What follows belongs to an exercise in optimizing a design on an open flow for a short achievable clock period and few clock cycles per item; a production flow would make more cautious choices.
At most, simulation tests tie the RTL to the original design; equivalence was not proved.
Only the layout flow was run in runs 1 and 3; the RTL was not checked for function there.
No activity file was given, so power comes from the tool's default toggle rates.

==> flow/config.mk <==
export PLATFORM = sky130hd
export DESIGN_NAME = lc4_core
export DESIGN_NICKNAME = lc4_core
export VERILOG_FILES = /design/flow/design.v
export SDC_FILE = /design/flow/constraint.sdc
export NUM_CORES = 4
export LEC_CHECK = 0
export CAP_MARGIN = 20
export CORE_MARGIN = 2
export CORE_UTILIZATION = 40
export SETUP_SLACK_MARGIN = 4.8
export SLEW_MARGIN = 20
export SYNTH_HIERARCHICAL = 1
export TNS_END_PERCENT = 100
==> flow/run.sh <==
#!/bin/bash
# synth_recipe.tcl (not shown) runs the flow's synth.tcl, then flattens the netlist and writes it again
# the make line also repeats each setting of config.mk as NAME=value (left out here)
make -C /OpenROAD-flow-scripts/flow DESIGN_CONFIG=/design/flow/config.mk WORK_HOME=/design/flow/orfs CLKGATE_MAP_FILE= SYNTH_SCRIPT=/design/flow/synth_recipe.tcl finish
==> flow/constraint.sdc <==
create_clock -name core_clock -period 7.5 [get_ports {gwe}]
set_input_delay 1.5000 -clock core_clock [delete_from_list [all_inputs] [get_ports {gwe}]]
set_output_delay 1.5000 -clock core_clock [all_outputs]
set_load 0.01 [all_outputs]
==> flow/design.v <==
package lc4_pkg;
  typedef enum logic [3:0] {
    OP_BR    = 4'h0,
    OP_ARITH = 4'h1,
    OP_LOGIC = 4'h5,
    OP_LDR   = 4'h6,
    OP_STR   = 4'h7,
    OP_CONST = 4'h9,
    OP_JMP   = 4'hc
  } opcode_e;
  typedef enum logic [2:0] {
    ALU_ADD,       
    ALU_SUB,
    ALU_AND,
    ALU_PASS_IMM,  
    ALU_ADDR       
  } alu_op_e;
  typedef struct packed {
    logic [2:0] rd;
    logic [2:0] rs;
    logic [2:0] rt;
    logic       rs_re;
    logic       rt_re;      
    logic       rf_we;      
    logic       is_load;
    logic       is_store;
    logic       is_branch;
    logic       is_jump;
    alu_op_e    alu_op;
    logic [2:0] br_nzp;
  } ctrl_t;
  typedef struct packed {
    logic        valid;
    logic [15:0] pc;
    logic [15:0] insn;
    ctrl_t       ctrl;
    logic [15:0] imm;
    logic [15:0] rs_data;
    logic [15:0] rt_data;
  } dx_t;
  typedef struct packed {
    logic        valid;
    logic [15:0] pc;
    logic [15:0] insn;
    ctrl_t       ctrl;
    logic [15:0] result;      
    logic [2:0]  nzp;
    logic [15:0] store_data;
  } xm_t;
  typedef struct packed {
    logic        valid;
    logic [15:0] pc;
    logic [15:0] insn;
    ctrl_t       ctrl;
    logic [15:0] result;      
    logic [2:0]  nzp;         
  } mw_t;
  typedef struct packed {
    logic        we;
    logic [15:0] addr;
    logic [15:0] wdata;
  } dmem_req_t;
  typedef struct packed {
    logic        valid;
    logic [15:0] pc;
    logic [15:0] insn;
    logic        rf_we;
    logic [2:0]  wsel;
    logic [15:0] wdata;
    logic        nzp_we;
    logic [2:0]  nzp;
  } trace_t;
  function automatic logic [2:0] nzp_of(input logic [15:0] value);
    nzp_of = {value[15], value == 16'h0000, !value[15] && (value != 16'h0000)};
  endfunction
endpackage
`timescale 1ns/1ps
module lc4_decoder (
  input  logic [15:0]    i_insn,
  output lc4_pkg::ctrl_t o_ctrl,
  output logic [15:0]    o_imm
);
  always_comb begin
    o_ctrl        = '0;             
    o_ctrl.alu_op = lc4_pkg::ALU_ADD;
    o_ctrl.rd     = i_insn[11:9];
    o_ctrl.rs     = i_insn[8:6];
    o_ctrl.rt     = i_insn[2:0];
    o_imm         = '0;
    case (i_insn[15:12])
      lc4_pkg::OP_BR: begin
        o_ctrl.is_branch = 1'b1;
        o_ctrl.br_nzp    = i_insn[11:9];               
        o_imm            = {{7{i_insn[8]}}, i_insn[8:0]};
      end
      lc4_pkg::OP_ARITH: begin
        if (i_insn[5]) begin                           
          o_ctrl.rs_re = 1'b1;
          o_ctrl.rf_we = 1'b1;
          o_imm        = {{11{i_insn[4]}}, i_insn[4:0]};
        end else if (i_insn[5:3] == 3'b000 || i_insn[5:3] == 3'b010) begin
          o_ctrl.rs_re  = 1'b1;
          o_ctrl.rt_re  = 1'b1;
          o_ctrl.rf_we  = 1'b1;
          o_ctrl.alu_op = i_insn[4] ? lc4_pkg::ALU_SUB : lc4_pkg::ALU_ADD;
        end
      end
      lc4_pkg::OP_LOGIC: begin
        if (i_insn[5]) begin                           
          o_ctrl.rs_re  = 1'b1;
          o_ctrl.rf_we  = 1'b1;
          o_ctrl.alu_op = lc4_pkg::ALU_AND;
          o_imm         = {{11{i_insn[4]}}, i_insn[4:0]};
        end else if (i_insn[5:3] == 3'b000) begin
          o_ctrl.rs_re  = 1'b1;
          o_ctrl.rt_re  = 1'b1;
          o_ctrl.rf_we  = 1'b1;
          o_ctrl.alu_op = lc4_pkg::ALU_AND;
        end
      end
      lc4_pkg::OP_LDR: begin
        o_ctrl.rs_re   = 1'b1;                         
        o_ctrl.rf_we   = 1'b1;
        o_ctrl.is_load = 1'b1;
        o_ctrl.alu_op  = lc4_pkg::ALU_ADDR;
        o_imm          = {{10{i_insn[5]}}, i_insn[5:0]};
      end
      lc4_pkg::OP_STR: begin
        o_ctrl.rs_re    = 1'b1;
        o_ctrl.rt_re    = 1'b1;
        o_ctrl.rt       = i_insn[11:9];                
        o_ctrl.is_store = 1'b1;
        o_ctrl.alu_op   = lc4_pkg::ALU_ADDR;
        o_imm           = {{10{i_insn[5]}}, i_insn[5:0]};
      end
      lc4_pkg::OP_CONST: begin
        o_ctrl.rf_we  = 1'b1;
        o_ctrl.alu_op = lc4_pkg::ALU_PASS_IMM;
        o_imm         = {{7{i_insn[8]}}, i_insn[8:0]};
      end
      lc4_pkg::OP_JMP: begin
        if (i_insn[11]) begin                          
          o_ctrl.is_jump = 1'b1;
          o_imm          = {{5{i_insn[10]}}, i_insn[10:0]};
        end
      end
      default: ;
    endcase
  end
endmodule
`timescale 1ns/1ps
module lc4_regfile (
  input  logic                   gwe,
  input  logic                   i_reset,
  input  logic [2:0]             i_rs_sel,
  input  logic [2:0]             i_rt_sel,
  output logic [16-1:0] o_rs_data,
  output logic [16-1:0] o_rt_data,
  input  logic [2:0]             i_wsel,
  input  logic [16-1:0] i_wdata,
  input  logic                   i_we,
  input  logic [2:0]             i_nzp,
  input  logic                   i_nzp_we,
  output logic [2:0]             o_nzp
);
  logic [16-1:0] regs [8];
  logic [2:0]             nzp_q;
  always_ff @(posedge gwe) begin
    if (i_reset) begin
      for (int i = 0; i < 8; i++) regs[i] <= '0;
    end else if (i_we) begin
      regs[i_wsel] <= i_wdata;
    end
  end
  always_ff @(posedge gwe) begin
    if (i_reset) begin
      nzp_q <= 3'b000;
    end else if (i_nzp_we) begin
      nzp_q <= i_nzp;
    end
  end
  assign o_rs_data = (i_we && i_wsel == i_rs_sel) ? i_wdata : regs[i_rs_sel];
  assign o_rt_data = (i_we && i_wsel == i_rt_sel) ? i_wdata : regs[i_rt_sel];
  assign o_nzp     = nzp_q;
endmodule
`timescale 1ns/1ps
module lc4_execute (
  input  lc4_pkg::dx_t           i_dx,
  input  lc4_pkg::xm_t           i_xm,         
  input  logic [2:0]             i_mw_wsel,
  input  logic                   i_mw_we,
  input  logic [16-1:0] i_mw_result,
  input  logic [2:0]             i_mw_nzp,
  input  logic [2:0]             i_nzp,        
  output logic [16-1:0] o_result,
  output logic [2:0]             o_nzp,
  output logic [16-1:0] o_store_data,
  output logic                   o_redirect,
  output logic [16-1:0] o_target
);
  logic                   m_we;
  logic [16-1:0] a_op;
  logic [16-1:0] rt_val;
  logic [16-1:0] b_op;
  logic [2:0]             br_src;
  logic                   taken;
  function automatic logic [16-1:0] pick(input logic [2:0] sel,
                                                  input logic [16-1:0] rdata);
    if (m_we && i_xm.ctrl.rd == sel) begin
      pick = i_xm.result;
    end else if (i_mw_we && i_mw_wsel == sel) begin
      pick = i_mw_result;
    end else begin
      pick = rdata;
    end
  endfunction
  assign m_we   = i_xm.valid && i_xm.ctrl.rf_we;
  always_comb begin
    a_op   = pick(i_dx.ctrl.rs, i_dx.rs_data);
    rt_val = pick(i_dx.ctrl.rt, i_dx.rt_data);
  end
  assign b_op   = i_dx.ctrl.rt_re ? rt_val : i_dx.imm;    
  always_comb begin
    case (i_dx.ctrl.alu_op)
      lc4_pkg::ALU_SUB:      o_result = a_op - b_op;
      lc4_pkg::ALU_AND:      o_result = a_op & b_op;
      lc4_pkg::ALU_PASS_IMM: o_result = i_dx.imm;
      lc4_pkg::ALU_ADDR:     o_result = a_op + i_dx.imm;    
      default:               o_result = a_op + b_op;
    endcase
  end
  assign o_nzp        = lc4_pkg::nzp_of(o_result);
  assign o_store_data = rt_val;                             
  always_comb begin
    if (m_we) begin
      br_src = i_xm.nzp;
    end else if (i_mw_we) begin
      br_src = i_mw_nzp;
    end else begin
      br_src = i_nzp;
    end
  end
  assign taken      = |(i_dx.ctrl.br_nzp & br_src);
  assign o_redirect = i_dx.valid && ((i_dx.ctrl.is_branch && taken) || i_dx.ctrl.is_jump);
  assign o_target   = i_dx.pc + 16'd1 + i_dx.imm;           
endmodule
`timescale 1ns/1ps
module lc4_core (
  input  logic                   gwe,
  input  logic                   i_reset,
  output logic [16-1:0] o_imem_addr,
  input  logic [16-1:0] i_imem_data,
  output logic                   o_dmem_we,
  output logic [16-1:0] o_dmem_addr,
  output logic [16-1:0] o_dmem_wdata,
  input  logic [16-1:0] i_dmem_rdata,
  output logic                   o_trace_valid,
  output logic [16-1:0] o_trace_pc,
  output logic [16-1:0] o_trace_insn,
  output logic                   o_trace_rf_we,
  output logic [2:0]             o_trace_wsel,
  output logic [16-1:0] o_trace_wdata,
  output logic                   o_trace_nzp_we,
  output logic [2:0]             o_trace_nzp
);
  function automatic logic [2:0] nzp_z(input logic n, input logic z);
    nzp_z = {n, z, !n && !z};
  endfunction
  logic [15:0] pc_q;
  localparam int NB = 8;
  logic        btb_v   [NB];
  logic [15:0] btb_tag [NB];
  logic [15:0] btb_tgt [NB];
  logic [1:0]  btb_ctr [NB];
  logic [2:0]  btb_ptr;
  logic        u_en;
  logic        u_taken;
  logic        u_jmp;
  logic [15:0] u_pc;
  logic [15:0] u_tgt;
  logic        fd_valid;
  logic [15:0] fd_pc;
  logic [15:0] fd_insn;
  logic        fd_pt;        
  logic [15:0] fd_pc1;
  logic [15:0] fd_tgt9;      
  logic [15:0] fd_tgt11;     
  logic [15:0] fd_rsv;       
  logic [15:0] fd_rtv;       
  logic [15:0] fd_rdv;
  logic        fd_aw, fd_at;   
  logic        fd_bw, fd_bt;
  logic        fd_cw, fd_ct;
  logic        dx_valid;
  logic [15:0] dx_pc;
  logic [15:0] dx_insn;
  logic [2:0]  dx_rd;
  logic        dx_we;        
  logic        dx_ld;
  logic        dx_sub;
  logic        dx_and;
  logic        dx_fwd_a;     
  logic        dx_fwd_b;     
  logic [15:0] dx_a;         
  logic [15:0] dx_b;         
  logic        dx_mwe;       
  logic [15:0] dx_addr;
  logic [15:0] dx_wdata;
  logic        dx_br;        
  logic        dx_jmp;       
  logic [2:0]  dx_mask;
  logic        dx_pt;        
  logic [15:0] dx_target;
  logic [15:0] dx_pc1;
  logic        w_valid;
  logic        w_wr;
  logic [2:0]  w_rd;
  logic [15:0] w_res;
  logic        w_z;          
  logic [15:0] w_pc;
  logic [15:0] w_insn;
  logic [15:0] rf [8];
  logic [2:0]  nzp_q;
  logic        t_valid;
  logic [15:0] t_pc;
  logic [15:0] t_insn;
  logic        t_we;
  logic [2:0]  t_rd;
  logic [15:0] t_res;
  logic [2:0]  t_nzp;
  logic rst_q;
  always_ff @(posedge gwe) rst_q <= i_reset;
  logic        f_pt;
  logic [15:0] f_tgt;
  logic [15:0] pc_next;
  logic [15:0] f_tgt9, f_tgt11;
  logic [15:0] f_pc1;
  logic [2:0]  f_rs, f_rt, f_rd;
  logic [15:0] d_a, d_b, d_c;
  logic [15:0] d_rs_val, d_rt_val;
  logic        x_mispred;
  logic [15:0] x_fix_pc;
  logic        d_redir;
  logic [15:0] d_redir_pc;
  logic        d_stall;
  logic [15:0] x_a, x_b, x_sum, x_result;
  logic [2:0]  x_nzp;
  logic        x_taken;
  assign o_imem_addr = pc_q;
  assign f_pc1 = pc_q + 16'd1;
  lc4_ks16 u_tgt9 (.i_a(pc_q), .i_b({{7{i_imem_data[8]}}, i_imem_data[8:0]}), .i_c(1'b1),
                   .o_s(f_tgt9));
  lc4_ks16 u_tgt11 (.i_a(pc_q), .i_b({{5{i_imem_data[10]}}, i_imem_data[10:0]}), .i_c(1'b1),
                    .o_s(f_tgt11));
  assign f_rs = i_imem_data[8:6];
  assign f_rt = i_imem_data[2:0];
  assign f_rd = i_imem_data[11:9];
  always_comb begin
    f_pt  = 1'b0;
    f_tgt = 16'h0000;
    for (int i = 0; i < NB; i++) begin
      if (btb_v[i] && btb_ctr[i][1] && btb_tag[i] == pc_q) begin
        f_pt  = 1'b1;
        f_tgt = f_tgt | btb_tgt[i];
      end
    end
  end
  always_comb begin
    if (x_mispred)     pc_next = x_fix_pc;
    else if (d_redir)  pc_next = d_redir_pc;
    else if (d_stall)  pc_next = pc_q;
    else if (f_pt)     pc_next = f_tgt;
    else               pc_next = f_pc1;
  end
  always_ff @(posedge gwe) begin
    if (i_reset) begin
      pc_q     <= 16'h8200;
      fd_valid <= 1'b0;
    end else begin
      pc_q <= pc_next;
      if (x_mispred || d_redir) fd_valid <= 1'b0;
      else if (!d_stall)        fd_valid <= 1'b1;
    end
  end
  always_ff @(posedge gwe) begin
    if (!d_stall) begin
      fd_pc    <= pc_q;
      fd_insn  <= i_imem_data;
      fd_pt    <= f_pt;
      fd_pc1   <= f_pc1;
      fd_tgt9  <= f_tgt9;
      fd_tgt11 <= f_tgt11;
    end
  end
  always_ff @(posedge gwe) begin
    if (d_stall) begin
      fd_rsv <= d_a;
      fd_rtv <= d_b;
      fd_rdv <= d_c;
      fd_aw  <= dx_we && (dx_rd == fd_insn[8:6]);
      fd_bw  <= dx_we && (dx_rd == fd_insn[2:0]);
      fd_cw  <= dx_we && (dx_rd == fd_insn[11:9]);
      fd_at  <= 1'b0;
      fd_bt  <= 1'b0;
      fd_ct  <= 1'b0;
    end else begin
      fd_rsv <= rf[f_rs];
      fd_rtv <= rf[f_rt];
      fd_rdv <= rf[f_rd];
      fd_aw  <= dx_we && (dx_rd == f_rs);
      fd_bw  <= dx_we && (dx_rd == f_rt);
      fd_cw  <= dx_we && (dx_rd == f_rd);
      fd_at  <= w_wr && (w_rd == f_rs);
      fd_bt  <= w_wr && (w_rd == f_rt);
      fd_ct  <= w_wr && (w_rd == f_rd);
    end
  end
  logic [NB-1:0] u_hit;
  always_ff @(posedge gwe) begin
    for (int i = 0; i < NB; i++) u_hit[i] <= btb_v[i] && (btb_tag[i] == dx_pc);
  end
  always_ff @(posedge gwe) begin
    if (rst_q) begin
      for (int i = 0; i < NB; i++) begin
        btb_v[i]   <= 1'b0;
        btb_ctr[i] <= 2'b00;
      end
      btb_ptr <= '0;
    end else if (u_en) begin
      if (|u_hit) begin
        for (int i = 0; i < NB; i++) begin
          if (u_hit[i]) begin
            if (u_jmp)                                btb_ctr[i] <= 2'b11;
            else if (u_taken && btb_ctr[i] != 2'b11)  btb_ctr[i] <= btb_ctr[i] + 2'd1;
            else if (!u_taken && btb_ctr[i] != 2'b00) btb_ctr[i] <= btb_ctr[i] - 2'd1;
          end
        end
      end else if (u_taken) begin
        btb_v[btb_ptr]   <= 1'b1;
        btb_ctr[btb_ptr] <= u_jmp ? 2'b11 : 2'b10;
        btb_ptr          <= btb_ptr + 3'd1;
      end
    end
  end
  always_ff @(posedge gwe) begin
    if (u_en && !(|u_hit) && u_taken) begin
      btb_tag[btb_ptr] <= u_pc;
      btb_tgt[btb_ptr] <= u_tgt;
    end
  end
  logic [3:0]  d_op;
  logic        d_br_any, d_jmp_any;
  logic        d_add_rr, d_sub_rr, d_add_ri, d_and_rr, d_and_ri;
  logic        d_ld, d_st, d_const;
  logic        d_we, d_rs_re, d_rt_re;
  logic [2:0]  d_rs, d_rt, d_rd;
  logic [15:0] d_imm;
  logic        d_br, d_jmp;
  logic        d_want;
  logic [15:0] d_pc1, d_target, d_addr;
  assign d_op      = fd_insn[15:12];
  assign d_br_any  = (d_op == 4'h0);
  assign d_jmp_any = (d_op == 4'hc) && fd_insn[11];
  assign d_add_rr  = (d_op == 4'h1) && (fd_insn[5:3] == 3'b000);
  assign d_sub_rr  = (d_op == 4'h1) && (fd_insn[5:3] == 3'b010);
  assign d_add_ri  = (d_op == 4'h1) && fd_insn[5];
  assign d_and_rr  = (d_op == 4'h5) && (fd_insn[5:3] == 3'b000);
  assign d_and_ri  = (d_op == 4'h5) && fd_insn[5];
  assign d_ld      = (d_op == 4'h6);
  assign d_st      = (d_op == 4'h7);
  assign d_const   = (d_op == 4'h9);
  assign d_we      = d_add_rr || d_sub_rr || d_add_ri || d_and_rr || d_and_ri || d_ld || d_const;
  assign d_rt_re   = d_add_rr || d_sub_rr || d_and_rr;
  assign d_rs_re   = d_rt_re || d_add_ri || d_and_ri || d_ld || d_st;
  assign d_rd      = fd_insn[11:9];
  assign d_rs      = fd_insn[8:6];
  assign d_rt      = d_st ? fd_insn[11:9] : fd_insn[2:0];
  always_comb begin
    if (d_const)           d_imm = {{7{fd_insn[8]}}, fd_insn[8:0]};
    else if (d_ld || d_st) d_imm = {{10{fd_insn[5]}}, fd_insn[5:0]};
    else                   d_imm = {{11{fd_insn[4]}}, fd_insn[4:0]};
  end
  always_comb begin
    d_a = fd_aw ? w_res : (fd_at ? t_res : fd_rsv);
    d_b = fd_bw ? w_res : (fd_bt ? t_res : fd_rtv);
    d_c = fd_cw ? w_res : (fd_ct ? t_res : fd_rdv);
  end
  assign d_rs_val = d_a;
  assign d_rt_val = d_st ? d_c : d_b;
  assign d_stall = fd_valid && dx_we &&
                   (((d_ld || d_st) && (dx_rd == d_rs)) || (d_st && (dx_rd == fd_insn[11:9])));
  assign d_br   = d_br_any && (fd_insn[11:9] != 3'b000) && (fd_insn[8:0] != 9'h000);
  assign d_jmp  = d_jmp_any && (fd_insn[10:0] != 11'h000);
  assign d_pc1    = fd_pc1;
  assign d_target = d_jmp_any ? fd_tgt11 : fd_tgt9;
  logic d_btb_good, d_known, d_taken, d_pt;
  assign d_btb_good = fd_pt;
  assign d_known    = !dx_we;
  assign d_taken    = |(fd_insn[11:9] & x_nzp);
  assign d_want     = d_jmp || (d_br && fd_insn[8]);
  assign d_pt       = (d_br && d_known) ? d_taken : (d_btb_good || d_want);
  assign d_redir    = fd_valid && !d_stall && (d_pt ? !d_btb_good : fd_pt);
  assign d_redir_pc = d_pt ? d_target : d_pc1;
  lc4_ks16 u_agu (.i_a(d_rs_val), .i_b({{10{fd_insn[5]}}, fd_insn[5:0]}), .i_c(1'b0), .o_s(d_addr));
  always_ff @(posedge gwe) begin
    if (rst_q) begin
      dx_valid <= 1'b0;
      dx_we    <= 1'b0;
    end else begin
      dx_valid <= fd_valid && !x_mispred && !d_stall;
      dx_we    <= fd_valid && !x_mispred && !d_stall && d_we;
    end
  end
  always_ff @(posedge gwe) begin
    if (i_reset) dx_mwe <= 1'b0;
    else         dx_mwe <= fd_valid && !x_mispred && !d_stall && d_st;
  end
  always_ff @(posedge gwe) begin
    dx_pc     <= fd_pc;
    dx_insn   <= fd_insn;
    dx_rd     <= d_rd;
    dx_ld     <= d_ld;
    dx_sub    <= d_sub_rr;
    dx_and    <= d_and_rr || d_and_ri;
    dx_fwd_a  <= dx_we && d_rs_re && (dx_rd == d_rs);
    dx_fwd_b  <= dx_we && d_rt_re && (dx_rd == d_rt);
    dx_a      <= d_const ? 16'h0000 : d_rs_val;
    dx_b      <= (d_rt_re ? d_rt_val : d_imm) ^ {16{d_sub_rr}};
    dx_addr   <= d_addr;
    dx_wdata  <= d_rt_val;
    dx_br     <= d_br;
    dx_jmp    <= d_jmp;
    dx_mask   <= fd_insn[11:9];
    dx_pt     <= d_pt;
    dx_target <= d_target;
    dx_pc1    <= d_pc1;
  end
  assign x_a   = dx_fwd_a ? w_res : dx_a;
  assign x_b   = dx_fwd_b ? (w_res ^ {16{dx_sub}}) : dx_b;
  lc4_ks16 u_alu (.i_a(x_a), .i_b(x_b), .i_c(dx_sub), .o_s(x_sum));
  always_comb begin
    if (dx_ld)       x_result = i_dmem_rdata;
    else if (dx_and) x_result = x_a & x_b;
    else             x_result = x_sum;
  end
  logic [15:0] x_zc;
  logic        x_z;
  assign x_zc = {x_a[14:0] | x_b[14:0], dx_sub};
  always_comb begin
    if (dx_ld)       x_z = (i_dmem_rdata == 16'h0000);
    else if (dx_and) x_z = ((x_a & x_b) == 16'h0000);
    else             x_z = ((x_a ^ x_b) == x_zc);
  end
  assign x_nzp     = w_wr ? nzp_z(w_res[15], w_z) : nzp_q;
  assign x_taken   = |(dx_mask & x_nzp);
  assign x_mispred = dx_valid && dx_br && (x_taken != dx_pt);
  assign x_fix_pc  = x_taken ? dx_target : dx_pc1;
  assign o_dmem_we    = dx_mwe;
  assign o_dmem_addr  = dx_addr;
  assign o_dmem_wdata = dx_wdata;
  always_ff @(posedge gwe) begin
    if (rst_q) begin
      u_en <= 1'b0;
    end else begin
      u_en <= dx_valid && (dx_jmp || dx_br);
    end
  end
  always_ff @(posedge gwe) begin
    u_pc    <= dx_pc;
    u_tgt   <= dx_target;
    u_jmp   <= dx_jmp;
    u_taken <= dx_jmp || x_taken;
  end
  always_ff @(posedge gwe) begin
    if (rst_q) begin
      w_valid <= 1'b0;
      w_wr    <= 1'b0;
    end else begin
      w_valid <= dx_valid;
      w_wr    <= dx_valid && dx_we;
    end
  end
  always_ff @(posedge gwe) begin
    w_rd   <= dx_rd;
    w_res  <= x_result;
    w_z    <= x_z;
    w_pc   <= dx_pc;
    w_insn <= dx_insn;
  end
  always_ff @(posedge gwe) begin
    if (w_wr) rf[w_rd] <= w_res;
  end
  always_ff @(posedge gwe) begin
    if (rst_q)     nzp_q <= 3'b000;
    else if (w_wr) nzp_q <= nzp_z(w_res[15], w_z);
  end
  always_ff @(posedge gwe) begin
    if (i_reset) t_valid <= 1'b0;
    else         t_valid <= w_valid;
  end
  always_ff @(posedge gwe) begin
    if (rst_q) t_we <= 1'b0;
    else       t_we <= w_wr;
  end
  always_ff @(posedge gwe) begin
    t_pc   <= w_pc;
    t_insn <= w_insn;
    t_rd   <= w_rd;
    t_res  <= w_res;
    t_nzp  <= nzp_z(w_res[15], w_z);
  end
  assign o_trace_valid  = t_valid;
  assign o_trace_pc     = t_pc;
  assign o_trace_insn   = t_insn;
  assign o_trace_rf_we  = t_we;
  assign o_trace_wsel   = t_rd;
  assign o_trace_wdata  = t_res;
  assign o_trace_nzp_we = t_we;
  assign o_trace_nzp    = t_nzp;
endmodule
module lc4_ks16 (
  input  logic [15:0] i_a,
  input  logic [15:0] i_b,
  input  logic        i_c,
  output logic [15:0] o_s
);
  logic [15:0] p0, g0;
  logic [15:0] g [5];
  logic [15:0] p [5];
  for (genvar i = 0; i < 16; i++) begin : g_bit
    lc4_xor2 u_p (.i_a(i_a[i]), .i_b(i_b[i]), .o_y(p0[i]));
    lc4_and2 u_g (.i_a(i_a[i]), .i_b(i_b[i]), .o_y(g0[i]));
  end
  lc4_g u_c0 (.i_gh(g0[0]), .i_ph(p0[0]), .i_gl(i_c), .o_g(g[0][0]));
  assign p[0][0] = 1'b0;
  assign g[0][15:1] = g0[15:1];
  assign p[0][15:1] = p0[15:1];
  for (genvar l = 0; l < 4; l++) begin : g_lvl
    for (genvar i = 0; i < 16; i++) begin : g_node
      if (i >= (1 << l)) begin : g_comb
        lc4_gp u_gp (.i_gh(g[l][i]), .i_ph(p[l][i]), .i_gl(g[l][i - (1 << l)]),
                     .i_pl(p[l][i - (1 << l)]), .o_g(g[l+1][i]), .o_p(p[l+1][i]));
      end else begin : g_pass
        assign g[l+1][i] = g[l][i];
        assign p[l+1][i] = p[l][i];
      end
    end
  end
  assign o_s[0] = p0[0] ^ i_c;
  for (genvar i = 1; i < 16; i++) begin : g_sum
    lc4_xor2 u_s (.i_a(p0[i]), .i_b(g[4][i-1]), .o_y(o_s[i]));
  end
endmodule
module lc4_xor2 (
  input  logic i_a,
  input  logic i_b,
  output logic o_y
);
  assign o_y = i_a ^ i_b;
endmodule
module lc4_and2 (
  input  logic i_a,
  input  logic i_b,
  output logic o_y
);
  assign o_y = i_a & i_b;
endmodule
module lc4_g (
  input  logic i_gh,
  input  logic i_ph,
  input  logic i_gl,
  output logic o_g
);
  assign o_g = i_gh | (i_ph & i_gl);
endmodule
module lc4_gp (
  input  logic i_gh,
  input  logic i_ph,
  input  logic i_gl,
  input  logic i_pl,
  output logic o_g,
  output logic o_p
);
  assign o_g = i_gh | (i_ph & i_gl);
  assign o_p = i_ph & i_pl;
endmodule
==> run summary, run 1 <==
Post-Syn Area per Cell around 12 sq um; HP Start w_insn[5]$_DFF_P_; worst-path fanout max 3; Critical path origin pc_q[8]$_SDFFE_PP0P_; final instance area 48400 sq um; maximum vdd ir drop approximately 0.15 mV; met2 Use GR 0.398; Final GP Congestion between 0.8 and 0.9; DR iter-0 viols roughly 2900; CTS sink cnt approximately 840; Post-Synthesis Cell Area 39500 sq um; final hold violations 0; Worst R2R End pc_q[9]$_SDFFE_PP1P_; pwr dens between 200 and 250 nW/um^2; setup violators final 0; Starting Density 0.403; CTS tree done; min cycle time layout approximately 2.8 ns; Die H 318 microns; type of origin of the critical path flip-flop; hold buffer count at CTS 0; WL final around 130000 microns; Layout area overhead 22.6%; GR Util met3 0.0424; Least-Margin Pin Slew ~1.1 ns; Nets 3700; # rows 115; total track usage 0.244; # IOs 140; # diodes 0; storage element area 21700 sq um; drt via density about 5.7; core footprint roughly 98000 sq um; TritonCTS buffer count 90; Max clock buf depth 3; r2r setup slk between 4 and 5 ns; die span in x about 320 microns; Max-slew headroom 0.289; Post-DP Area ~43000 sq um; area of the multi-input gates around 18000 sq um; crit path kind reg -> out; met1 GRT Util 0.324; Layout fillers approximately 8700; RSZ-0062 raised after global routing true; crit share post-route 0.369; crit path capture type primary output; hold endpoint t_insn[5]$_DFF_P_; global route total overflow 0; global-route wire length before repair approximately 180000 microns; clk slew on worst S/H paths about 0.06 ns; clock latency (worst-skew pair) 0.66 ns; initial antenna violation count 11; cells on worst reg2reg path 12; Max Clk Rate 361 MHz; R2R Path Start pc_q[10]$_SDFFE_PP0P_; Min-Delay Path Class reg -> reg; Clock Skew roughly 0.023 ns; WP data arrival 1.27 ns; CTS root buffer clkbuf_16; Total Die Area between 100000 and 150000 sq um; htree depth 3; busiest layer in global routing met2; Final ANT Viol Nets 0; number of global-route vias before repair ~27000; setup TNS 0 ns; DRT Pass-1 Iters 6; Slew Limit Fails 0; post-route DRC violation count 0; largest net degree at the start of global routing 53; Mapped Cells 3324; via count 28220; leakage around 19 nW; worst path required time roughly 6 ns; Ys Warns 12; share of layout cells above drive strength 1 0.230; biggest regs btb_tag (128), btb_tgt (128), rf (128); DP HPWL 80900 microns; WHS Path Cells 0; IO buf count approximately 140; status no timing/DRC/antenna violations; max cap viols 0; drt wl/cell roughly 26 microns
critical path, cell delays in order (launching register included):
cell and delay [ns]:
dfxtp_4 0.36, buf_12 0.14, buf_6 0.11
metal layers:
layer / routed length, microns / vias up
met3: 10900 / 288
met1: 52300 / 13942
li1: - / 12628
met5: 16 / -
met4: 5320 / 2
met2: 59800 / 1360
layout make-up:
cell class              instances  share of cell area
flip-flops and latches        836               0.447
multi-input cells            2222               0.376
repair buffers                355              0.0718
clock buffers                 140              0.0561
well taps                    1287              0.0333
inverters                     112             0.00907
clock inverters                28             0.00636
cells in the final DEF, fill, tap and decap left out, drive strengths merged, types with 8 or more instances in the layout:
| cell | instances |
|---|---|
| mux4 | 96 |
| nor2b | 65 |
| mux2 | 26 |
| or4 | 9 |
| a22oi | 20 |
| edfxtp | 473 |
| clkbuf | 146 |
| or3 | 11 |
| xor2 | 337 |
| o21ai | 54 |
| nor3 | 66 |
| o22ai | 48 |
| a31oi | 8 |
| nand4 | 37 |
| buf | 319 |
| a21oi | 153 |
| a2111oi | 9 |
| xnor2 | 134 |
| clkinv | 21 |
| a21o | 190 |
| dfxtp | 363 |
| a211oi | 57 |
| o32ai | 11 |
| and2 | 190 |
| nor4 | 78 |
| nor2 | 171 |
| clkdlybuf4s50 | 21 |
| nand3 | 15 |
| ha | 49 |
| inv | 113 |
| nand2 | 166 |
| mux2i | 125 |
how the worst max path moves through the flow:
stage / endpoint / slack [ns] / cells after the start
global route: pc_q[9]$_SDFFE_PP1P_ / 4.67 / 11
CTS: o_imem_addr[8] / 4.70 / 2
floorplan: btb_ctr[1][0]$_DFFE_PP_ / 4.65 / 6
global placement: pc_q[9]$_SDFFE_PP1P_ / 3.36 / 11
detailed placement: pc_q[9]$_SDFFE_PP1P_ / 3.33 / 11
finish: o_imem_addr[8] / 4.73 / 2
through the flow:
| step | utilization | setup WS [ns] | instances | total power [mW] | hold slack [ns] |
|---|---|---|---|---|---|
| after global placement | 0.436 | 3.36 | 4668 | 6.79 | 0.312 |
| after detailed placement | 0.436 | 3.33 | 4668 | 6.79 | 0.312 |
| after CTS | 0.482 | 4.70 | 4925 | 11.3 | 0.319 |
| final | 0.494 | 4.73 | 4980 | 11.3 | 0.318 |
| after global routing | 0.494 | 4.67 | 4980 | 11.7 | 0.326 |
| after floorplan | - | 4.65 | 3328 | 6.18 | 0.310 |
power by group:
group | leakage (nW) | internal (mW) | total, mW | switching (mW)
sequential | 7.51 | 5.20 | 5.55 | 0.352
combinational | 10.1 | 0.577 | 1.27 | 0.696
clock | 1.49 | 2.67 | 4.53 | 1.85
total | 19.1 | 8.45 | 11.3 | 2.90
timing repair:
action	CTS	global route
pin swaps	19	34
resized for setup	715	157
cloned	7	4
setup endpoints to repair	449	213
setup buffers	82	51
==> inputs of run 2 (changes only) <==
--- a/flow/design.v
+++ b/flow/design.v
@@ -267,7 +267,7 @@
     nzp_z = {n, z, !n && !z};
   endfunction
   logic [15:0] pc_q;
-  localparam int NB = 8;
+  localparam int NB = 6;
   logic        btb_v   [NB];
   logic [15:0] btb_tag [NB];
   logic [15:0] btb_tgt [NB];
@@ -438,7 +438,7 @@
       end else if (u_taken) begin
         btb_v[btb_ptr]   <= 1'b1;
         btb_ctr[btb_ptr] <= u_jmp ? 2'b11 : 2'b10;
-        btb_ptr          <= btb_ptr + 3'd1;
+        btb_ptr          <= (btb_ptr == 3'(NB - 1)) ? 3'd0 : btb_ptr + 3'd1;
       end
     end
   end
==> run 2 against run 1 <==
Combinational power about the same. Cell area shrank 8.7%. Clock power decreased by 3%. Global-route usage is 0.17 points lower. Highest routed layer is now met4. Utilization fell by 0.15 points. Flip-flop and latch count down 72. Synthesized cell count decreased by 8.4%. Via count down 9.4%. Critical path depth did not move. Non-clock buffer count decreased by 25. Sequential share of layout area shrank 0.34 points. Register-to-register slack better by 0.06 ns.
==> run summary, run 2 <==
CTS tree done; worst-path fanout max 2 (-1); final instance area 44200 sq um (-8.7%); CTS sink cnt 764 (-8.6%); Post-DP Area 39200 sq um (-8.3%); Slew Limit Fails 0 (unchanged); WL final 116000 microns (-9.9%); cells on worst reg2reg path 11 (-1); setup ws final 4.72 ns (-0.0104 ns); maximum vdd ir drop 0.230 mV (+50%); die span in x 305 microns (-4.2%); DP HPWL 77100 microns (-4.6%); share of layout cells above drive strength 1 0.234 (+0.00412); clock latency (worst-skew pair) 0.67 ns (about the same); WP data arrival 1.28 ns (about the same); initial antenna violation count 0 (-11); slowest cell on the critical path dfxtp_4; biggest regs rf (128), btb_tag (96), btb_tgt (96); clk slew on worst S/H paths 0.06 ns (about the same); setup TNS 0 ns (unchanged); drt via density 5.60 (-1.1%); Max-slew headroom 0.471 (+0.182); Layout area overhead 22.1%; core footprint 89900 sq um (-8.4%); worst hold slack 0.323 ns (+0.00487 ns); Total Die Area 93000 sq um (-8.2%); most frequent cells in the layout edfxtp_1 (413), dfxtp_1 (274), xor2_1 (191), a21o_1 (189), xnor2_1 (181); global-route wire length before repair 169000 microns (-8.1%); crit-path leading delay family flip-flops; largest register by flop count rf; crit share post-route 0.370 (+0.00138); most common cell after layout, fill and taps aside edfxtp_1; Layout fillers 7910 (-8.6%); DRT Pass-1 Iters 5 (-1); global route total overflow 0 (unchanged); total chip power 10.8 mW (-4.9%); setup violators final 0 (unchanged); status no timing/DRC/antenna violations; Post-Synthesis Cell Area 36200 sq um (-8.4%); Crit path depth 2 (unchanged); Min-Delay Path Class reg -> reg; Final ANT Viol Nets 0 (unchanged); min cycle time layout 2.78 ns (+0.0104 ns); max reg flops approximately 130; number of global-route vias before repair 26108 (-4.6%); max incr delay on CP 0.37 ns (about the same); DR iter-0 viols 2204 (-25%); Starting Density 0.403 (about the same); TritonCTS buffer count 85 (-5.6%); Max Clk Rate 360 MHz (-0.37%); crit path capture type primary output; largest net degree at the start of global routing 96 (+81%); Ys Warns 12 (unchanged); pwr dens 244 nW/um^2 (+4.1%); Final GP Congestion 0.907 (+2.6%); type of origin of the critical path flip-flop; Least-Margin Pin Slew 0.787 ns (-0.279 ns); max cap viols 0 (unchanged); Nets 3389 (-8.4%); worst path required time 6.00 ns (about the same); Mapped Cells 3044 (-8.4%); dpl ws 3.55 ns (+0.227 ns); Post-Syn Area per Cell 11.9 sq um (about the same); # IOs 140 (unchanged); total track usage 0.242 (-0.00170); final hold violations 0 (unchanged); critical-path cell list buf_12, buf_6; via count 25559 (-9.4%); r2r setup slk 4.82 ns (+0.06 ns); Clock Skew 0.0363 ns (+0.0137 ns); CTS root buffer clkbuf_16; leakage 17.8 nW (-6.9%); IO buf count 139 (unchanged); Die H 305 microns (-4.2%); # rows 110 (-4.3%); drt wl/cell 25.4 microns (-1.7%); WP buf/inv 2 (unchanged); post-route DRC violation count 0 (unchanged); htree depth 3 (unchanged); WHS Path Cells 0 (unchanged); Max clock buf depth 3 (unchanged); RSZ-0062 raised after global routing true; crit path kind reg -> out
[run 2: what timing repair did]
item | CTS | global route
pin swaps | 11 | 17
setup endpoints to repair | 497 | 137
setup buffers | 85 | 42
hold buffers | 0 | 0
resized for setup | 667 | 125
cloned | 3 | 4
[run 2: metrics by stage]
step           std cells   util
4_1_cts             4514  0.481
6_report            4561  0.492
3_5_place_dp        4266  0.436
2_1_floorplan       3048      -
5_1_grt             4560  0.492
3_3_place_gp        4266  0.436
[run 2: final timing paths]
path                         start              endpoint
max reg2reg  pc_q[12]$_SDFFE_PP0P_  pc_q[9]$_SDFFE_PP1P_
max           pc_q[4]$_SDFFE_PP0P_        o_imem_addr[4]
min             dx_insn[1]$_DFF_P_     w_insn[1]$_DFF_P_
min reg2reg     dx_insn[1]$_DFF_P_     w_insn[1]$_DFF_P_
[run 2: area by class of cell]
class | count | area (sq um) | area share
clock buffer | 118 | 2490 | 0.0563
antenna | 1 | 2.50 | 0.0000566
sequential | 764 | 19600 | 0.444
multi-input combinational | 2006 | 16700 | 0.377
inverter | 123 | 470 | 0.0106
timing repair inverter | 1 | 7.51 | 0.000170
tap | 1176 | 1470 | 0.0333
clock inverter | 42 | 508 | 0.0115
timing repair buffer | 330 | 2980 | 0.0674
[run 2: metal layers]
| layer | global-route usage | up-vias | share of wire |
|---|---|---|---|
| li1 | - | 11593 | - |
| met1 | 0.296 | 12820 | 0.39 |
| met2 | 0.422 | 895 | 0.50 |
| met3 | 0.0373 | 251 | 0.053 |
| met4 | 0.111 | 0 | 0.050 |
| met5 | 0 | - | 0 |
[run 2: where the power goes]
part | leakage (nW) | switching [mW] | internal (mW)
Sequential | 6.88 | 0.354 | 4.79
Clock | 1.46 | 1.81 | 2.57
Combinational | 9.42 | 0.704 | 0.568
Total | 17.8 | 2.87 | 7.92
Testbench counts of run 2, summed over its fixed seeds: cycles 22,381, insns 20,801.
==> inputs of run 3 (changes only) <==
--- a/flow/design.v
+++ b/flow/design.v
@@ -267,6 +267,7 @@
     nzp_z = {n, z, !n && !z};
   endfunction
   logic [15:0] pc_q;
+  logic [15:0] pc_b;         
   localparam int NB = 6;
   logic        btb_v   [NB];
   logic [15:0] btb_tag [NB];
@@ -359,7 +360,7 @@
     f_pt  = 1'b0;
     f_tgt = 16'h0000;
     for (int i = 0; i < NB; i++) begin
-      if (btb_v[i] && btb_ctr[i][1] && btb_tag[i] == pc_q) begin
+      if (btb_v[i] && btb_ctr[i][1] && btb_tag[i] == pc_b) begin
         f_pt  = 1'b1;
         f_tgt = f_tgt | btb_tgt[i];
       end
@@ -372,6 +373,7 @@
     else if (f_pt)     pc_next = f_tgt;
     else               pc_next = f_pc1;
   end
+  lc4_pcreg u_pcb (.gwe(gwe), .i_reset(i_reset), .i_d(pc_next), .o_q(pc_b));
   always_ff @(posedge gwe) begin
     if (i_reset) begin
       pc_q     <= 16'h8200;
@@ -684,3 +686,14 @@
   assign o_g = i_gh | (i_ph & i_gl);
   assign o_p = i_ph & i_pl;
 endmodule
+module lc4_pcreg (
+  input  logic        gwe,
+  input  logic        i_reset,
+  input  logic [15:0] i_d,
+  output logic [15:0] o_q
+);
+  always_ff @(posedge gwe) begin
+    if (i_reset) o_q <= 16'h8200;
+    else         o_q <= i_d;
+  end
+endmodule
--- a/flow/config.mk
+++ b/flow/config.mk
@@ -8,7 +8,7 @@
 export CAP_MARGIN = 20
 export CORE_MARGIN = 2
 export CORE_UTILIZATION = 40
-export SETUP_SLACK_MARGIN = 4.8
+export SETUP_SLACK_MARGIN = 4.9
 export SLEW_MARGIN = 20
 export SYNTH_HIERARCHICAL = 1
 export TNS_END_PERCENT = 100
==> run 3 against run 2 <==
Still clean on timing, DRC and antenna. Area after synthesis shrank 0.48%. Clock power is essentially flat. Cell area grew 3.3%. Wire length grew 2.4%. Register-to-register slack lost 0.099 ns. Combinational power grew 3%. Sequential share of layout area shrank 0.53 points. Via count grew 0.16%. Hold slack lost 0.0034 ns. Sequential power grew 1%. Largest cell class unchanged. Largest power group unchanged.
==> run summary, run 3 <==
status no timing/DRC/antenna violations; setup violators final 0 (unchanged); Mapped Cells 2964 (-2.6%); DP HPWL 76700 microns (-0.48%); TritonCTS buffer count 83 (-2.4%); Slew Limit Fails 0 (unchanged); initial antenna violation count 1 (+1); Starting Density 0.402 (-0.000703); Clock Skew 0.0278 ns (-0.00857 ns); total track usage 0.247 (+0.00434); Post-Syn Area per Cell 12.2 sq um (+2.2%); IO buf count 139 (unchanged); setup TNS 0 ns (unchanged); Max-slew headroom 0.286 (-0.185); DR iter-0 viols 2295 (+4.1%); maximum vdd ir drop 0.208 mV (-9.6%); htree depth 3 (unchanged); share of layout cells above drive strength 1 0.287 (+0.0533); biggest regs rf (128), btb_tag (96), btb_tgt (96); Finished Layout Cells 4519 (-0.92%); via count 25599 (+0.16%); WL final 118000 microns (+2.4%); Ys Warns 13 (+1); Post-Synthesis Cell Area 36000 sq um (-0.48%); Least-Margin Pin Slew 1.07 ns (+0.282 ns); total chip power 10.9 mW (+0.61%); most common cell after layout, fill and taps aside edfxtp_1; die span in x 304 microns (-0.24%); largest register by flop count rf; Final GP Congestion 0.951 (+4.9%); Die H 304 microns (-0.24%); CTS tree done; Layout area overhead 26.8%; drt wl/cell 26.2 microns (+3.4%); Max clock buf depth 3 (unchanged); worst path required time 8.02 ns (+2.02 ns); crit path capture type flip-flop; crit-path leading delay family simple AND/OR/NAND/NOR gates; clock latency (worst-skew pair) 0.66 ns (about the same); leakage 18.1 nW (+1.8%); DRT Pass-1 Iters 8 (+3); post-route DRC violation count 0 (unchanged); global-route wire length before repair 170000 microns (+0.58%); # rows 110 (unchanged); type of origin of the critical path flip-flop; WP data arrival 3.30 ns (+2.02 ns); RSZ-0062 raised after global routing true; max cap viols 0 (unchanged); max reg flops 128 (unchanged); final hold violations 0 (unchanged); Nets 3348 (-1.2%); core footprint 89600 sq um (-0.31%); Min-Delay Path Class reg -> reg; crit path kind reg -> reg; max incr delay on CP 0.61 ns (+0.24 ns); Total Die Area 92500 sq um (-0.48%); crit share post-route 0.371 (about the same); most frequent cells in the layout edfxtp_1 (413), dfxtp_1 (250), xor2_1 (195), a21o_1 (187), and2_1 (170); WP buf/inv 3 (+1); drt via density 5.66 (+1.1%); CTS root buffer clkbuf_16; Max Clk Rate 360 MHz (about the same); pwr dens 238 nW/um^2 (-2.6%); min cycle time layout 2.78 ns (+0.00114 ns); number of global-route vias before repair 25605 (-1.9%); critical-path cell list or4_4, a211oi_2, nand4_1, nand2_1, nand4_1, buf_6, buf_12, buf_12, o21a_1, a21oi_2, a21oi_1, nor2b_1; worst-path fanout max 7 (+5); slowest cell on the critical path or4_4; placed cell count 4181 (-2.0%); global route total overflow 0 (unchanged); clk slew on worst S/H paths 0.06 ns (about the same); CTS sink cnt 780 (+2.1%); Final ANT Viol Nets 0 (unchanged); worst hold slack 0.320 ns (-0.00342 ns); # IOs 140 (unchanged); largest net degree at the start of global routing 54 (-44%)
[run 3: changes by cell type in the layout (fill, tap and decap cells not counted), moves of 17 or more]
| cell | change |
|---|---|
| buf_4 | +19 |
| dfxtp_2 | +23 |
| nor3_1 | -37 |
| a32oi_1 | -32 |
| xnor2_1 | -20 |
| nor4_1 | -18 |
| inv_1 | -43 |
| dfxtp_1 | -24 |
| a211oi_2 | +18 |
| dfxtp_4 | +17 |
| buf_2 | -52 |
| nand4_1 | -19 |
| buf_6 | +66 |
[run 3: where the power goes]
group	leakage [nW]	switching [mW]	internal [mW]
registers	7.00	0.354	4.83
clock network	1.43	1.75	2.61
logic	9.66	0.674	0.635
total	18.1	2.78	8.08
[run 3: final timing paths]
path	endpoint	from	slack (ns)	depth (start not counted)
hold reg to reg	t_insn[4]$_DFF_P_	w_insn[4]$_DFF_P_	0.32	0
hold / removal	t_insn[4]$_DFF_P_	w_insn[4]$_DFF_P_	0.32	0
setup reg to reg	u_pcb.o_q[11]$_SDFF_PP0_	fd_insn[13]$_DFFE_PN_	4.72	12
setup / recovery	u_pcb.o_q[11]$_SDFF_PP0_	fd_insn[13]$_DFFE_PN_	4.72	12
[run 3: final cells by class]
| cell class | count | area (sq um) |
|---|---|---|
| repair buffers | 369 | 3870 |
| clock inverters | 35 | 473 |
| fillers | 7650 | 43900 |
| multi-input cells | 1951 | 17100 |
| diodes | 2 | 5.00 |
| repair inverters | 2 | 17.5 |
| clock buffers | 121 | 2430 |
| inverters | 83 | 324 |
| well taps | 1176 | 1470 |
| flip-flops and latches | 780 | 20000 |
[run 3: what timing repair did]
action                     CTS  global route
gates cloned                12             6
setup buffers              104            58
hold buffers                 0             0
gates resized for setup    853           216
setup endpoints to repair  452           301
pin swaps                   56            70
[run 3: per-layer routing]
layer / wire (microns) / part of all wire / vias up / GRT usage
li1: - / - / 11368 / -
met1: 47900 / 0.40 / 12856 / 0.316
met2: 57300 / 0.48 / 1108 / 0.421
met3: 7800 / 0.066 / 267 / 0.0351
met4: 5480 / 0.046 / 0 / 0.0985
met5: 0 / 0 / - / 0
[run 3: stage by stage]
stage / utilization / setup slack (ns) / area, sq um
floorplan: - / 4.64 / 36700
global placement: 0.437 / 3.12 / 39100
detailed placement: 0.437 / 3.62 / 39100
CTS: 0.493 / 4.69 / 44100
global route: 0.510 / 4.63 / 45700
finish: 0.510 / 4.72 / 45700
==> inputs of run 4 (changes only) <==
--- a/flow/design.v
+++ b/flow/design.v
@@ -268,11 +268,15 @@
   endfunction
   logic [15:0] pc_q;
   logic [15:0] pc_b;         
+  logic [15:0] pc_o;         
   localparam int NB = 6;
   logic        btb_v   [NB];
   logic [15:0] btb_tag [NB];
   logic [15:0] btb_tgt [NB];
   logic [1:0]  btb_ctr [NB];
+  logic [3:0]  btb_cnt [NB];    
+  logic [3:0]  btb_trip[NB];    
+  logic        btb_tv  [NB];    
   logic [2:0]  btb_ptr;
   logic        u_en;
   logic        u_taken;
@@ -283,6 +287,7 @@
   logic [15:0] fd_pc;
   logic [15:0] fd_insn;
   logic        fd_pt;        
+  logic        fd_hit;       
   logic [15:0] fd_pc1;
   logic [15:0] fd_tgt9;      
   logic [15:0] fd_tgt11;     
@@ -332,6 +337,7 @@
   logic rst_q;
   always_ff @(posedge gwe) rst_q <= i_reset;
   logic        f_pt;
+  logic        f_hit;
   logic [15:0] f_tgt;
   logic [15:0] pc_next;
   logic [15:0] f_tgt9, f_tgt11;
@@ -347,7 +353,7 @@
   logic [15:0] x_a, x_b, x_sum, x_result;
   logic [2:0]  x_nzp;
   logic        x_taken;
-  assign o_imem_addr = pc_q;
+  assign o_imem_addr = pc_o;
   assign f_pc1 = pc_q + 16'd1;
   lc4_ks16 u_tgt9 (.i_a(pc_q), .i_b({{7{i_imem_data[8]}}, i_imem_data[8:0]}), .i_c(1'b1),
                    .o_s(f_tgt9));
@@ -358,11 +364,15 @@
   assign f_rd = i_imem_data[11:9];
   always_comb begin
     f_pt  = 1'b0;
+    f_hit = 1'b0;
     f_tgt = 16'h0000;
     for (int i = 0; i < NB; i++) begin
-      if (btb_v[i] && btb_ctr[i][1] && btb_tag[i] == pc_b) begin
-        f_pt  = 1'b1;
-        f_tgt = f_tgt | btb_tgt[i];
+      if (btb_v[i] && btb_tag[i] == pc_b) begin
+        f_hit = 1'b1;
+        if (btb_ctr[i][1] && !(btb_tv[i] && btb_cnt[i] == btb_trip[i])) begin
+          f_pt  = 1'b1;
+          f_tgt = f_tgt | btb_tgt[i];
+        end
       end
     end
   end
@@ -374,6 +384,7 @@
     else               pc_next = f_pc1;
   end
   lc4_pcreg u_pcb (.gwe(gwe), .i_reset(i_reset), .i_d(pc_next), .o_q(pc_b));
+  lc4_pcreg u_pco (.gwe(gwe), .i_reset(i_reset), .i_d(pc_next), .o_q(pc_o));
   always_ff @(posedge gwe) begin
     if (i_reset) begin
       pc_q     <= 16'h8200;
@@ -389,6 +400,7 @@
       fd_pc    <= pc_q;
       fd_insn  <= i_imem_data;
       fd_pt    <= f_pt;
+      fd_hit   <= f_hit;
       fd_pc1   <= f_pc1;
       fd_tgt9  <= f_tgt9;
       fd_tgt11 <= f_tgt11;
@@ -446,8 +458,22 @@
   end
   always_ff @(posedge gwe) begin
     if (u_en && !(|u_hit) && u_taken) begin
-      btb_tag[btb_ptr] <= u_pc;
-      btb_tgt[btb_ptr] <= u_tgt;
+      btb_tag[btb_ptr]  <= u_pc;
+      btb_tgt[btb_ptr]  <= u_tgt;
+      btb_cnt[btb_ptr]  <= 4'd1;
+      btb_tv[btb_ptr]   <= 1'b0;
+    end else if (u_en && !u_jmp) begin
+      for (int i = 0; i < NB; i++) begin
+        if (u_hit[i]) begin
+          if (u_taken) begin
+            if (btb_cnt[i] != 4'hf) btb_cnt[i] <= btb_cnt[i] + 4'd1;
+          end else begin
+            btb_trip[i] <= btb_cnt[i];
+            btb_tv[i]   <= (btb_cnt[i] != 4'hf);
+            btb_cnt[i]  <= 4'd0;
+          end
+        end
+      end
     end
   end
   logic [3:0]  d_op;
@@ -500,7 +526,7 @@
   assign d_known    = !dx_we;
   assign d_taken    = |(fd_insn[11:9] & x_nzp);
   assign d_want     = d_jmp || (d_br && fd_insn[8]);
-  assign d_pt       = (d_br && d_known) ? d_taken : (d_btb_good || d_want);
+  assign d_pt       = (d_br && d_known) ? d_taken : (fd_hit ? fd_pt : d_want);
   assign d_redir    = fd_valid && !d_stall && (d_pt ? !d_btb_good : fd_pt);
   assign d_redir_pc = d_pt ? d_target : d_pc1;
   lc4_ks16 u_agu (.i_a(d_rs_val), .i_b({{10{fd_insn[5]}}, fd_insn[5:0]}), .i_c(1'b0), .o_s(d_addr));
--- a/flow/config.mk
+++ b/flow/config.mk
@@ -8,7 +8,7 @@
 export CAP_MARGIN = 20
 export CORE_MARGIN = 2
 export CORE_UTILIZATION = 40
-export SETUP_SLACK_MARGIN = 4.9
+export SETUP_SLACK_MARGIN = 5.0
 export SLEW_MARGIN = 20
 export SYNTH_HIERARCHICAL = 1
 export TNS_END_PERCENT = 100
==> run 4 against run 3 <==
Area after synthesis increased by 9.8%. Clock skew decreased by 0.0022 ns. Still clean. Critical endpoint is now o_imem_addr[13]. Cell count increased by 12%. Fmax increased by 3.3%.
==> run summary, run 4 <==
slowest cell on the critical path dfxtp_4; drt wl/cell 25.4 microns (-2.9%); Nets 3760 (+12%); pwr dens 232 nW/um^2 (-2.5%); drt via density 5.61 (-1.0%); htree depth 3 (unchanged); max reg flops 128 (unchanged); IO buf count 139 (unchanged); min cycle time layout 2.69 ns (-0.0882 ns); hold buffer count at CTS 0 (unchanged); final instance area 51300 sq um (+12%); Final ANT Viol Nets 0 (unchanged); most common cell after layout, fill and taps aside edfxtp_1; crit-path leading delay family flip-flops; cells on worst reg2reg path 12 (unchanged); Post-Synthesis Cell Area 39600 sq um (+9.8%); Post-Syn Area per Cell 12.0 sq um (-1.2%); hold endpoint w_insn[8]$_DFF_P_; # IOs 140 (unchanged); largest net degree at the start of global routing 86 (+59%); biggest regs rf (128), btb_tag (96), btb_tgt (96); R2R Path Start btb_tag[4][10]$_DFFE_PP_; total track usage 0.247 (about the same); CTS tree done; r2r setup slk 4.84 ns (+0.12 ns); WP data arrival 1.19 ns (-2.11 ns); post-route DRC violation count 0 (unchanged); max incr delay on CP 0.40 ns (-0.21 ns); setup violators final 0 (unchanged); initial antenna violation count 4 (+3); final hold violations 0 (unchanged); DR iter-0 viols 2681 (+17%); clock latency (worst-skew pair) 0.67 ns (about the same); DP HPWL 78200 microns (+1.9%); Layout area overhead 29.6%; Worst R2R End u_pcb.o_q[2]$_SDFF_PP0_; worst path required time 6.00 ns (-2.02 ns); critical-path cell list buf_6; WHS Path Cells 0 (unchanged); Ys Warns 14 (+1); Mapped Cells 3295 (+11%); crit share post-route 0.359 (-0.0118); global route total overflow 0 (unchanged); Final GP Congestion 0.901 (-5.2%); CTS sink cnt 851 (+9.1%); leakage 20.3 nW (+12%); largest register by flop count rf; most frequent cells in the layout edfxtp_1 (464), dfxtp_1 (256), buf_4 (213), xor2_1 (197), a21o_1 (185); CTS root buffer clkbuf_16; Max-slew headroom 0.380 (+0.0935); Max clock buf depth 3 (unchanged); Min-Delay Path Class reg -> reg; Clock Skew 0.0256 ns (-0.00218 ns); setup TNS 0 ns (unchanged); Layout fillers 8293 (+8.4%); Total Die Area 101000 sq um (+9.7%); share of layout cells above drive strength 1 0.327 (+0.0396); crit path kind reg -> out; clk slew on worst S/H paths 0.06 ns (about the same); max cap viols 0 (unchanged); core footprint 98300 sq um (+9.7%); crit path capture type primary output; Least-Margin Pin Slew 0.930 ns (-0.139 ns); status no timing/DRC/antenna violations; via count 28269 (+10%); worst-path fanout max 1 (-6); maximum vdd ir drop 0.181 mV (-13%); Starting Density 0.403 (+0.000528); DRT Pass-1 Iters 6 (-2); Post-DP Area 42400 sq um (+8.5%); Crit path depth 1 (-11); global-route wire length before repair 186000 microns (+9.4%); WL final 128000 microns (+8.3%); Die H 319 microns (+4.7%); type of origin of the critical path flip-flop; HP Start dx_insn[8]$_DFF_P_; Slew Limit Fails 0 (unchanged); number of global-route vias before repair 27977 (+9.3%); RSZ-0062 raised after global routing true; Max Clk Rate 372 MHz (+3.3%); TritonCTS buffer count 90 (+8.4%); die span in x 319 microns (+4.7%); # rows 115 (+4.5%); WP buf/inv 1 (-2)
run 4: what timing repair did:
action / CTS / global route
setup buffers: 178 / 66
gates resized for setup: 1032 / 275
cloned: 26 / 1
setup endpoints to repair: 490 / 388
pin swaps: 108 / 143
run 4: worst max-delay path by stage:
stage	to	slack [ns]	startpoint
2_1_floorplan	fd_tgt11[12]$_DFFE_PN_	4.73	i_imem_data[5]
3_3_place_gp	fd_tgt9[12]$_DFFE_PN_	3.24	i_imem_data[0]
3_5_place_dp	fd_tgt9[12]$_DFFE_PN_	3.23	i_imem_data[0]
4_1_cts	o_imem_addr[13]	4.78	u_pco.o_q[13]$_SDFF_PP0_
5_1_grt	u_pcb.o_q[8]$_SDFF_PP0_	4.75	fd_insn[14]$_DFFE_PN_
6_report	o_imem_addr[13]	4.81	u_pco.o_q[13]$_SDFF_PP0_
run 4: final cells by class:
type / count / area [sq um] / share of cell area
timing repair inverter: 8 / 81.3 / 0.00158
clock inverter: 49 / 523 / 0.0102
multi-input combinational: 2185 / 19200 / 0.374
sequential: 851 / 22000 / 0.429
tap: 1287 / 1610 / 0.0314
antenna: 1 / 2.50 / 0.0000488
timing repair buffer: 450 / 4920 / 0.0958
clock buffer: 120 / 2570 / 0.0501
inverter: 90 / 382 / 0.00744
run 4: report_power, final:
part / switching, mW / internal (mW) / leakage [nW] / total [mW]
Combinational: 0.804 / 0.788 / 11.1 / 1.59
Clock: 1.93 / 2.71 / 1.53 / 4.64
Sequential: 0.372 / 5.29 / 7.64 / 5.66
run 4: stage by stage:
step | total power [mW] | util | instances | worst slack, ns | hold slack, ns
floorplan | 6.29 | - | 3299 | 4.73 | 0.310
global placement | 6.88 | 0.432 | 4599 | 3.24 | 0.310
CTS | 11.8 | 0.503 | 4972 | 4.78 | 0.322
detailed placement | 6.89 | 0.432 | 4599 | 3.23 | 0.312
finish | 11.9 | 0.522 | 5041 | 4.81 | 0.315
global route | 12.3 | 0.522 | 5040 | 4.75 | 0.319
run 4: routing by layer:
layer	vias to the layer above	track usage	wire length, microns
li1	12642	-	-
met1	14100	0.319	52000
met2	1221	0.405	60400
met3	302	0.0380	8920
met4	4	0.121	7010
met5	-	0	24
Testbench counts of run 4, summed over its fixed seeds: cycles 22,110, insns 20,801.
==> inputs of run 5 (changes only) <==
--- a/flow/config.mk
+++ b/flow/config.mk
@@ -8,7 +8,7 @@
 export CAP_MARGIN = 20
 export CORE_MARGIN = 2
 export CORE_UTILIZATION = 40
-export SETUP_SLACK_MARGIN = 5.0
+export SETUP_SLACK_MARGIN = 4.9
 export SLEW_MARGIN = 20
 export SYNTH_HIERARCHICAL = 1
 export TNS_END_PERCENT = 100
==> run 5 against run 4 <==
Synthesized cell count did not move. Non-clock buffer count shrank 35. Combinational power decreased by 9%. Wire length is 1.5% lower. Clock-buffer cell count rose by 8. Critical path depth did not move. Die area unchanged. Utilization fell by 1.0 points. Power grew 0.16%. Setup slack got worse by 0.0025 ns. Largest power group unchanged.
==> run summary, run 5 <==
status no timing/DRC/antenna violations; Post-Syn Area per Cell 12.0 sq um (unchanged); Die H 319 microns (unchanged); WP data arrival 1.19 ns (about the same); Min-Delay Path Class reg -> reg; switch share 0.258 (-0.00343); drt wl/cell 25.2 microns (-0.88%); most frequent cells in the layout edfxtp_1 (464), dfxtp_1 (249), buf_4 (196), xor2_1 (195), a21o_1 (185); Final GP Congestion 0.879 (-2.5%); initial antenna violation count 5 (+1); # IOs 140 (unchanged); global route total overflow 0 (unchanged); IO buf count 139 (unchanged); internal cell power 8.84 mW (+0.62%); drt via density 5.56 (-0.91%); biggest regs rf (128), btb_tag (96), btb_tgt (96); Layout fillers 8385 (+1.1%); leakage 19.9 nW (-1.9%); crit path kind reg -> out; crit-path leading delay family flip-flops; Clock Skew 0.0208 ns (-0.00476 ns); setup violators final 0 (unchanged); clock latency (worst-skew pair) 0.68 ns (about the same); max incr delay on CP 0.40 ns (about the same); Nets 3725 (-0.93%); area of the multi-input gates 18600 sq um (-3.2%); Ys Warns 14 (unchanged); NetSw 3.07 mW (-1.2%); final hold violations 0 (unchanged); RSZ-0062 raised after global routing true; setup TNS 0 ns (unchanged); CTS sink cnt 851 (unchanged); R2R Path Start btb_cnt[2][0]$_SDFFCE_PN1P_; total track usage 0.235 (-0.0116); Max clock buf depth 3 (unchanged); largest net degree at the start of global routing 83 (-3.5%); share of layout cells above drive strength 1 0.299 (-0.0277); number of global-route vias before repair 26893 (-3.9%); DP HPWL 77700 microns (-0.58%); Least-Margin Pin Slew 1.07 ns (+0.142 ns); Post-Synthesis Cell Area 39600 sq um (unchanged); die span in x 319 microns (unchanged); CTS root buffer clkbuf_16; placed cell count 4597 (-0.043%); WP buf/inv 1 (unchanged); critical-path cell list buf_6; largest register by flop count rf; via count 27822 (-1.6%); Finished Layout Cells 5007 (-0.67%); Critical path origin t_insn[15]$_DFF_P_; Mapped Cells 3295 (unchanged); htree depth 3 (unchanged); CTS tree done; Starting Density 0.403 (unchanged); Flop pwr share 0.475 (about the same); logic gate share of total power 0.122 (-0.012); crit share post-route 0.359 (about the same); Total Die Area 101000 sq um (unchanged); WL final 126000 microns (-1.5%); # rows 115 (unchanged); Max Clk Rate 371 MHz (about the same); worst-path fanout max 1 (unchanged); clk slew on worst S/H paths 0.06 ns (about the same); HP Start w_insn[4]$_DFF_P_; type of origin of the critical path flip-flop; crit path capture type primary output; slowest cell on the critical path dfxtp_4; DRT Pass-1 Iters 6 (unchanged); min cycle time layout 2.69 ns (+0.00248 ns); TritonCTS buffer count 92 (+2.2%); pwr dens 237 nW/um^2 (+2.2%); worst path required time 6.00 ns (about the same); most common cell after layout, fill and taps aside edfxtp_1; Layout area overhead 27.0%; Slew Limit Fails 0 (unchanged); max reg flops 128 (unchanged); post-route DRC violation count 0 (unchanged); maximum vdd ir drop 0.212 mV (+17%); max cap viols 0 (unchanged); storage element area 22000 sq um (about the same); DR iter-0 viols 2719 (+1.4%); core footprint 98300 sq um (unchanged); Final ANT Viol Nets 0 (unchanged); Clock Power Share 0.403 (+0.013); Max-slew headroom 0.284 (-0.0957); global-route wire length before repair 178000 microns (-4.4%)
## run 5: final cells by class
type / count / share of cell area
Sequential cell: 851 / 0.438
Clock buffer: 128 / 0.0545
Multi-Input combinational cell: 2186 / 0.370
Timing Repair inverter: 5 / 0.000796
Antenna cell: 1 / 0.0000498
Timing Repair Buffer: 415 / 0.0881
Clock inverter: 44 / 0.00931
Tap cell: 1287 / 0.0320
Inverter: 90 / 0.00739
## run 5: path summary, 6_finish.rpt
| kind | end | cells past startpoint | slack [ns] |
|---|---|---|---|
| worst max-delay path | o_trace_insn[15] | 1 | 4.81 |
| worst min-delay path | t_insn[4]$_DFF_P_ | 0 | 0.32 |
| worst max register to register | u_pcb.o_q[15]$_SDFF_PP1_ | 12 | 4.86 |
| worst min register to register | t_insn[4]$_DFF_P_ | 0 | 0.32 |
## run 5: metal layers
| layer | GRT usage | wire length, microns | part of all wire | vias up |
|---|---|---|---|---|
| li1 | - | - | - | 12570 |
| met1 | 0.297 | 50600 | 0.40 | 13842 |
| met2 | 0.398 | 61200 | 0.48 | 1141 |
| met3 | 0.0446 | 9030 | 0.072 | 265 |
| met4 | 0.0936 | 5460 | 0.043 | 4 |
| met5 | 0 | 22 | 0.00017 | - |
## run 5: power groups by stage
stage | clock, mW | combinational (mW) | sequential, mW
after global routing | 5.05 | 1.56 | 5.68
after floorplan | 0 | 0.731 | 5.56
after CTS | 4.87 | 1.31 | 5.63
after global placement | 0 | 1.16 | 5.71
final | 4.79 | 1.45 | 5.66
after detailed placement | 0 | 1.17 | 5.71
## run 5: repair_timing
item | 4_1_cts | 5_1_grt
gates cloned | 11 | 10
pin swaps | 37 | 71
setup buffers | 99 | 117
hold buffers | 0 | 0
gates resized for setup | 879 | 289
endpoints found under the setup margin | 512 | 325
## run 5: per-stage QoR
step | total power [mW] | utilization | instance area (sq um) | hold WS, ns | setup slack, ns
after floorplan | 6.29 | - | 40100 | 0.310 | 4.71
after global placement | 6.87 | 0.432 | 42400 | 0.312 | 3.45
after detailed placement | 6.88 | 0.432 | 42400 | 0.312 | 3.43
after CTS | 11.8 | 0.486 | 47700 | 0.321 | 4.77
after global routing | 12.3 | 0.512 | 50300 | 0.328 | 4.70
final | 11.9 | 0.512 | 50300 | 0.325 | 4.81

[port drivers added, routing unchanged]
No port has a modelled driver above. Below, the same layouts with a new extraction and two added sets of constraints.
Step 1, drivers: a clkbuf_16 drives gwe and a buf_2 each remaining input, both assumed.
Step 2 adds t to the input delays and takes it off the output delays; t is the mean of the earliest and latest rising clock arrival at the registers after step 1. Input paths then give back, and output paths get back, about the clock's delay inside the block.
a / b / c = no drivers / after step 1 / after step 2; a / b = the first two.
run | t (ns) | setup slack, ns | hold WS [ns]
run 1 | 0.714 | 4.732 / 4.664 / 4.175 | 0.318 / 0.318 / 0.318
run 2 | 0.724 | 4.722 / 4.650 / 4.176 | 0.323 / 0.323 / 0.323
run 3 | 0.710 | 4.721 / 4.687 / 4.218 | 0.320 / 0.320 / 0.320
run 4 | 0.726 | 4.809 / 4.741 / 4.186 | 0.315 / 0.315 / 0.315
run 5 | 0.738 | 4.806 / 4.737 / 4.203 | 0.325 / 0.325 / 0.325
After both steps every run listed still meets setup and hold. For run 4, which loses most, drivers alone change the setup slack by -0.068 ns; drivers and shift together by -0.623 ns.
